What follows belongs to an exercise in optimizing a design on an open flow for small area; a production flow would make more cautious choices.
In this exercise RTL edits were held to simulation tests only and were not proved equivalent to the original.
Power figures rest on the tool's default switching activity, not on a simulated workload.

<file path="design.v">
package regs_pkg;
  localparam int unsigned XLEN         = 32;
  localparam int unsigned NREG         = 32;
  localparam int unsigned REG_AW       = 5;
  localparam int unsigned DBG_MAX_WAIT = 15;
  localparam logic [REG_AW-1:0] ZERO_REG = 5'd0;
  typedef enum logic [1:0] {
    IDLE   = 2'd0,
    ACCESS = 2'd1,
    RESP   = 2'd2
  } dbg_state_t;
  typedef struct packed {
    logic              we;
    logic [REG_AW-1:0] addr;
    logic [XLEN-1:0]   wdata;
  } dbg_req_t;
endpackage
import regs_pkg::*;
module regs_dbg_ctrl
#(
  parameter int unsigned MAX_WAIT = regs_pkg::DBG_MAX_WAIT
) (
  input  logic              clk,
  input  logic              rst_n,
  input  logic              dbg_req_i,
  input  logic              dbg_we_i,
  input  logic [regs_pkg::REG_AW-1:0] dbg_addr_i,
  input  logic [regs_pkg::XLEN-1:0]   dbg_wdata_i,
  input  logic              reg_wen_i,
  output logic              dbg_wr_en_c_o,
  output logic              dbg_rd_c_o,
  output logic [regs_pkg::REG_AW-1:0] dbg_wr_addr_o,
  output logic [regs_pkg::XLEN-1:0]   dbg_wr_data_o,
  output logic              dbg_ack_o,
  output logic              dbg_busy_o
);
  localparam int unsigned WAIT_W = $clog2(MAX_WAIT + 1);
  regs_pkg::dbg_state_t      state_q, state_d;
  regs_pkg::dbg_req_t        req_q, req_d;
  logic [WAIT_W-1:0] cnt_q, cnt_d;
  logic              ack_q, ack_d;
  logic              busy_q, busy_d;
  always_ff @(posedge clk) begin
    if (!rst_n) begin
      state_q <= IDLE;
      req_q   <= '0;
      cnt_q   <= '0;
      ack_q   <= 1'b0;
      busy_q  <= 1'b0;
    end else begin
      state_q <= state_d;
      req_q   <= req_d;
      cnt_q   <= cnt_d;
      ack_q   <= ack_d;
      busy_q  <= busy_d;
    end
  end
  always_comb begin
    state_d       = state_q;
    req_d         = req_q;
    cnt_d         = cnt_q;
    dbg_wr_en_c_o = 1'b0;
    dbg_rd_c_o    = 1'b0;
    case (state_q)
      IDLE: begin
        if (dbg_req_i) begin
          req_d.we    = dbg_we_i;
          req_d.addr  = dbg_addr_i;
          req_d.wdata = dbg_wdata_i;
          state_d = ACCESS;
        end
      end
      ACCESS: begin
        if (!req_q.we) begin
          dbg_rd_c_o = 1'b1;
          state_d    = RESP;
        end else if (!reg_wen_i || cnt_q == WAIT_W'(MAX_WAIT)) begin
          dbg_wr_en_c_o = 1'b1;
          state_d       = RESP;
        end else begin
          cnt_d = cnt_q + WAIT_W'(1);
        end
      end
      RESP: begin
        cnt_d   = '0;
        state_d = IDLE;
      end
      default: begin
        cnt_d   = '0;
        state_d = IDLE;
      end
    endcase
    ack_d  = (state_d == RESP);
    busy_d = (state_d != IDLE);
  end
  assign dbg_wr_addr_o = req_q.addr;
  assign dbg_wr_data_o = req_q.wdata;
  assign dbg_ack_o     = ack_q;
  assign dbg_busy_o    = busy_q;
endmodule
import regs_pkg::*;
module regs_file
(
  input  logic              clk,
  input  logic              rst_n,
  input  logic [regs_pkg::REG_AW-1:0] rs1_addr,
  input  logic [regs_pkg::REG_AW-1:0] rs2_addr,
  output logic [regs_pkg::XLEN-1:0]   rs1_data,
  output logic [regs_pkg::XLEN-1:0]   rs2_data,
  input  logic              reg_wen,
  input  logic [regs_pkg::REG_AW-1:0] reg_waddr,
  input  logic [regs_pkg::XLEN-1:0]   reg_wdata,
  input  logic              dbg_req,
  input  logic              dbg_we,
  input  logic [regs_pkg::REG_AW-1:0] dbg_addr_i,
  input  logic [regs_pkg::XLEN-1:0]   dbg_wdata_i,
  output logic              dbg_ack,
  output logic [regs_pkg::XLEN-1:0]   dbg_rdata,
  output logic              dbg_busy
);
  logic [XLEN-1:0]   regs_q [NREG];
  logic              dbg_wr_en_c;
  logic              dbg_rd_c;
  logic [REG_AW-1:0] dbg_addr;
  logic [XLEN-1:0]   dbg_wdata;
  logic [XLEN-1:0]   dbg_rdata_q, dbg_rdata_d;
  regs_dbg_ctrl #(.MAX_WAIT(DBG_MAX_WAIT)) u_dbg_ctrl (
    .clk           (clk),
    .rst_n         (rst_n),
    .dbg_req_i     (dbg_req),
    .dbg_we_i      (dbg_we),
    .dbg_addr_i    (dbg_addr_i),
    .dbg_wdata_i   (dbg_wdata_i),
    .reg_wen_i     (reg_wen),
    .dbg_wr_en_c_o (dbg_wr_en_c),
    .dbg_rd_c_o    (dbg_rd_c),
    .dbg_wr_addr_o (dbg_addr),
    .dbg_wr_data_o (dbg_wdata),
    .dbg_ack_o     (dbg_ack),
    .dbg_busy_o    (dbg_busy)
  );
  always_ff @(posedge clk) begin
    if (!rst_n) begin
      for (int i = 0; i < int'(NREG); i++) regs_q[i] <= '0;
    end else begin
      if (reg_wen && reg_waddr != ZERO_REG) regs_q[reg_waddr] <= reg_wdata;
      if (dbg_wr_en_c && dbg_addr != ZERO_REG) regs_q[dbg_addr] <= dbg_wdata;
    end
  end
  always_comb begin
    dbg_rdata_d = dbg_rdata_q;
    if (dbg_rd_c) dbg_rdata_d = (dbg_addr == ZERO_REG) ? '0 : regs_q[dbg_addr];
  end
  always_ff @(posedge clk) begin
    if (!rst_n) dbg_rdata_q <= '0;
    else        dbg_rdata_q <= dbg_rdata_d;
  end
  always_comb begin
    rs1_data = '0;
    rs2_data = '0;
    if (rst_n) begin
      if (rs1_addr != ZERO_REG) rs1_data = regs_q[rs1_addr];
      if (rs2_addr != ZERO_REG) rs2_data = regs_q[rs2_addr];
    end
  end
  assign dbg_rdata = dbg_rdata_q;
endmodule
</file>
<file path="run.sh">
#!/bin/bash
# synth_recipe.tcl (not shown) runs the flow's synth.tcl, then flattens the netlist and writes it again
# the make line also repeats each setting of config.mk as NAME=value (left out here)
make -C /OpenROAD-flow-scripts/flow DESIGN_CONFIG=/design/flow/config.mk WORK_HOME=/design/flow/orfs CLKGATE_MAP_FILE= SYNTH_SCRIPT=/design/flow/synth_recipe.tcl finish
</file>
<file path="config.mk">
export PLATFORM = sky130hd
export DESIGN_NAME = regs_file
export DESIGN_NICKNAME = regs_file
export VERILOG_FILES = /design/flow/design.v
export SDC_FILE = /design/flow/constraint.sdc
export NUM_CORES = 4
export LEC_CHECK = 0
export CAP_MARGIN = 20
export CORE_MARGIN = 2
export CORE_UTILIZATION = 30
export PLACE_DENSITY = 0.5
export SLEW_MARGIN = 20
</file>
<file path="constraint.sdc">
create_clock -name core_clock -period 6.5 [get_ports {clk}]
set_input_delay 1.3000 -clock core_clock [delete_from_list [all_inputs] [get_ports {clk}]]
set_output_delay 1.3000 -clock core_clock [all_outputs]
set_load 0.01 [all_outputs]
</file>
==> reports/metrics.cfg <==
[power]
power-per-cell-area_nw_per_um2=239
ir_drop_mv=0.320
power.leakage_nw=25.6

[hold_path]
worstHoldPathType=register to register

[cells_and_area]
final-seq-area_sq_um=32400
instances_no_fill=9982
fin_util=0.344
syn2layout_area_growth_pct=14.2
final_nets=6736
multi_input_area_sq_um=38100
nFillCells=23622
drive_gt1_frac=0.196

[detailed_routing]
drt-total-wl_um=379000
drt_iter0_markers=10586
drcViolationCount=0
ant_nets=0
vias_per_cell=6.35
drtPass1Iterations=8
route.detailed.wl_per_inst_um=37.9
vias=63345

[critical_path]
max_stage_delay_ns=1.04
worst-setup-path-type=input pin to output pin
required_ns=5.20
reg2reg_slack_ns=2.49
worstPathCellList=clkdlybuf4s50_1 > inv_6 > or4_2 > buf_4 > o22a_1 > o221ai_1 > buf_4 > clkdlybuf4s50_1
slowest_stage=or4_2
cp_max_fo=10
crit_path_end_kind=output pin
cp_top_family=buffers and inverters
critPathBufInv=5
crit_arrival_ns=4.76
cp-start-kind=input pin

[floorplan]
die_x_um=498
core.rowCount=181
die_h_um=498
io_pins=187
core_sq_um=243000
fp.dieArea_sq_um=248000
start_util=0.301

[sta]
setup_slack_ns=0.436
period_needed_ns=6.06
setup_violations=0
worst_pin_slew_ns=1.36
rsz0062_at_grt=no
fin_setup_tns_ns=0
hold_viol=0
whs_ns=0.502
slew_headroom=0.0935
slew_viol_final=0
max_freq_ghz=0.165
fin_skew_ns=0.0417
post-route-period-util=0.933

[global_route]
use_met2=0.425
met3_usage=0.0974
grt_first_pass_wirelength_um=508000
grt_use_total=0.296
grt_antenna_before_repair=36
grt_max_degree=71
busiest_layer=met2
grt_pass1_vias=58986
grt-ovfl-total=0
grt_use_met1=0.368

[cts]
cts_tree=yes
numCtsBuffers=132
clock_latency_ns=0.84
clockBufferDepth=3
cts_post_setup_buffers_inserted=0
cts_root_buffer=clkbuf_16
path_clk_slew_ns=0.05
htreeDepth=4
cts_resized=0
clock-sinks=1107
hold_buffers=0

[logic_synthesis]
yosysUniqueCellTypes=48
synthCells=6829
synth-seq-cells=1107
syn_avg_cell_area_sq_um=10.7
yosysWarnings=2
synth_area_sq_um=73300
seq_area_frac_synth=0.442

[status]
status=no timing/DRC/antenna violations

[flow_run]
timing.max_cap.violations=0

[placement]
gp_congestion=0.922
portBuffers=186
dpl_worst_slack_ns=0.513
dp_hpwl_um=220000
dpl.cell_count=9713

==> placed cells by master, fill, tap and decap left out, types with 25 or more instances in the layout <==
master,Yosys,final
dfxtp_1,83,67
o21ai_0,796,796
clkbuf_1,441,33
a211o_1,32,32
or3_2,0,25
mux2_2,32,32
o22a_1,64,64
a211oi_1,32,32
o22ai_1,32,32
diode_2,0,26
o221ai_1,96,94
buf_12,0,47
nor2_1,131,85
conb_1,1,32
nand2_1,2064,2062
edfxtp_1,1024,1024
a2111oi_0,32,32
clkbuf_16,0,139
a21oi_1,66,65
mux4_2,672,672
mux2i_1,457,457
nor2_4,0,53
o21ai_1,230,230
clkdlybuf4s50_1,0,169
buf_4,9,235
a21boi_0,28,28
==> sequential cells by signal, summed over array words and instances (netlist names), named ones only <==
| signal | cells |
|---|---|
| u_dbg_ctrl.ack_q | 1 |
| dbg_rdata_q | 32 |
| u_dbg_ctrl.state_q | 2 |
| u_dbg_ctrl.busy_q | 1 |
| u_dbg_ctrl.req_q | 38 |
| regs_q | 1024 |
| u_dbg_ctrl.cnt_q | 4 |
==> area by class of cell <==
type | instances | area share
inverters | 3 | 0.000194
flip-flops and latches | 1107 | 0.388
repair buffers | 466 | 0.0542
diodes | 26 | 0.000778
clock buffers | 176 | 0.0437
multi-input cells | 4936 | 0.455
well taps | 3202 | 0.0479
clock inverters | 66 | 0.0101
==> cells by family after synthesis <==
logic type | after synthesis | synth area share
flops | 1107 | 0.442
compound gates | 1441 | 0.114
fa+ha+maj | 1 | 0.000171
xor+xnor | 1 | 0.000120
simple gates | 2300 | 0.122
mux | 1161 | 0.274
other cells | 1 | 0.0000512
buf+inv | 817 | 0.0477
==> power breakdown <==
| group | switching (mW) | internal [mW] |
|---|---|---|
| Clock | 3.34 | 4.68 |
| Sequential | 0.409 | 8.15 |
| Combinational | 2.06 | 1.31 |
==> through the flow <==
step / power, mW / instance area [sq um]
after floorplan: 10.4 / 73400
final: 20.0 / 83600
after detailed placement: 11.9 / 79000
after global routing: 20.3 / 83600
after CTS: 19.8 / 83500
after global placement: 11.9 / 79000
==> metal layers <==
metal | up-vias | part of all wire
met5 | - | 0.00076
met4 | 21 | 0.086
met3 | 1371 | 0.14
met2 | 5595 | 0.42
met1 | 31310 | 0.36
li1 | 25048 | -
==> worst paths after layout <==
path | start | to | cells after the start
setup / recovery | rst_n | rs2_data[30] | 8
hold / removal | u_dbg_ctrl.cnt_q[3] | u_dbg_ctrl.cnt_q[3] | 2
setup reg to reg | register | dbg_rdata_q[4] | 7
hold reg to reg | u_dbg_ctrl.cnt_q[3] | u_dbg_ctrl.cnt_q[3] | 2
==> worst min-delay path, cell delays in order (launching register included) <==
cell and delay, ns:
dfxtp_1 0.32, o21ai_0 0.07, a21oi_1 0.06
==> cells in the mapped netlist, drive strengths merged <==
cell        n  share of area
conb        1       0.000051
inv         3        0.00015
o21ai    1027          0.070
mux2i     457          0.062
o211ai      2        0.00020
nand4       2        0.00017
dfxtp      83          0.023
o22a       64         0.0077
ha          1        0.00017
a21oi      66         0.0045
mux4      672           0.21
nand2b      1       0.000085
a211oi     32         0.0033
and3        2        0.00017
clkbuf    441          0.023
nor2b       3        0.00026
o22ai      32         0.0027
nand4b      3        0.00036
nor3       19         0.0013
a21boi     32         0.0033
or3        34         0.0029
o2111ai     2        0.00024
a2111oi    32         0.0038
edfxtp   1024           0.42
or3b        7        0.00084
and2        2        0.00017
nand3b     13         0.0013
nor2      138         0.0073
mux2       32         0.0049
buf       373          0.025
a22oi      24         0.0025
o221ai     96          0.011
a211o      32         0.0038
or4         3        0.00031
nor4        3        0.00051
nand2    2064           0.11
xor2        1        0.00012
nand3       5        0.00034
and4b       1        0.00014

==> what the ideal ports hide <==
Ports are ideal in the flow. The routed layout listed here was re-timed in OpenROAD.
Step 1 (the two cells are an assumption about what drives the block):
set clk [get_ports {clk}]
set_driving_cell -lib_cell sky130_fd_sc_hd__clkbuf_16 $clk
set_driving_cell -lib_cell sky130_fd_sc_hd__buf_2 [delete_from_list [all_inputs] $clk]
Step 2 moves the port delays by t, midway between the first and last clock arrival at a register: inputs arrive t later, outputs are due t later. That takes back most of the time a late clock gives input paths.
Slacks: ideal ports / drivers / drivers and shift; pairs: ideal ports / drivers.
t, ns: 0.909
setup WS [ns]: 0.436 / 0.412 / 0.412
hold slack, ns: 0.502 / 0.502 / 0.502
worst setup path after step 2: input to output
clock arrival spread, ns: 0.044 / 0.044
After both steps setup and hold are still met in this run. For this run, drivers alone change the setup slack by -0.024 ns; drivers and shift together by -0.024 ns.
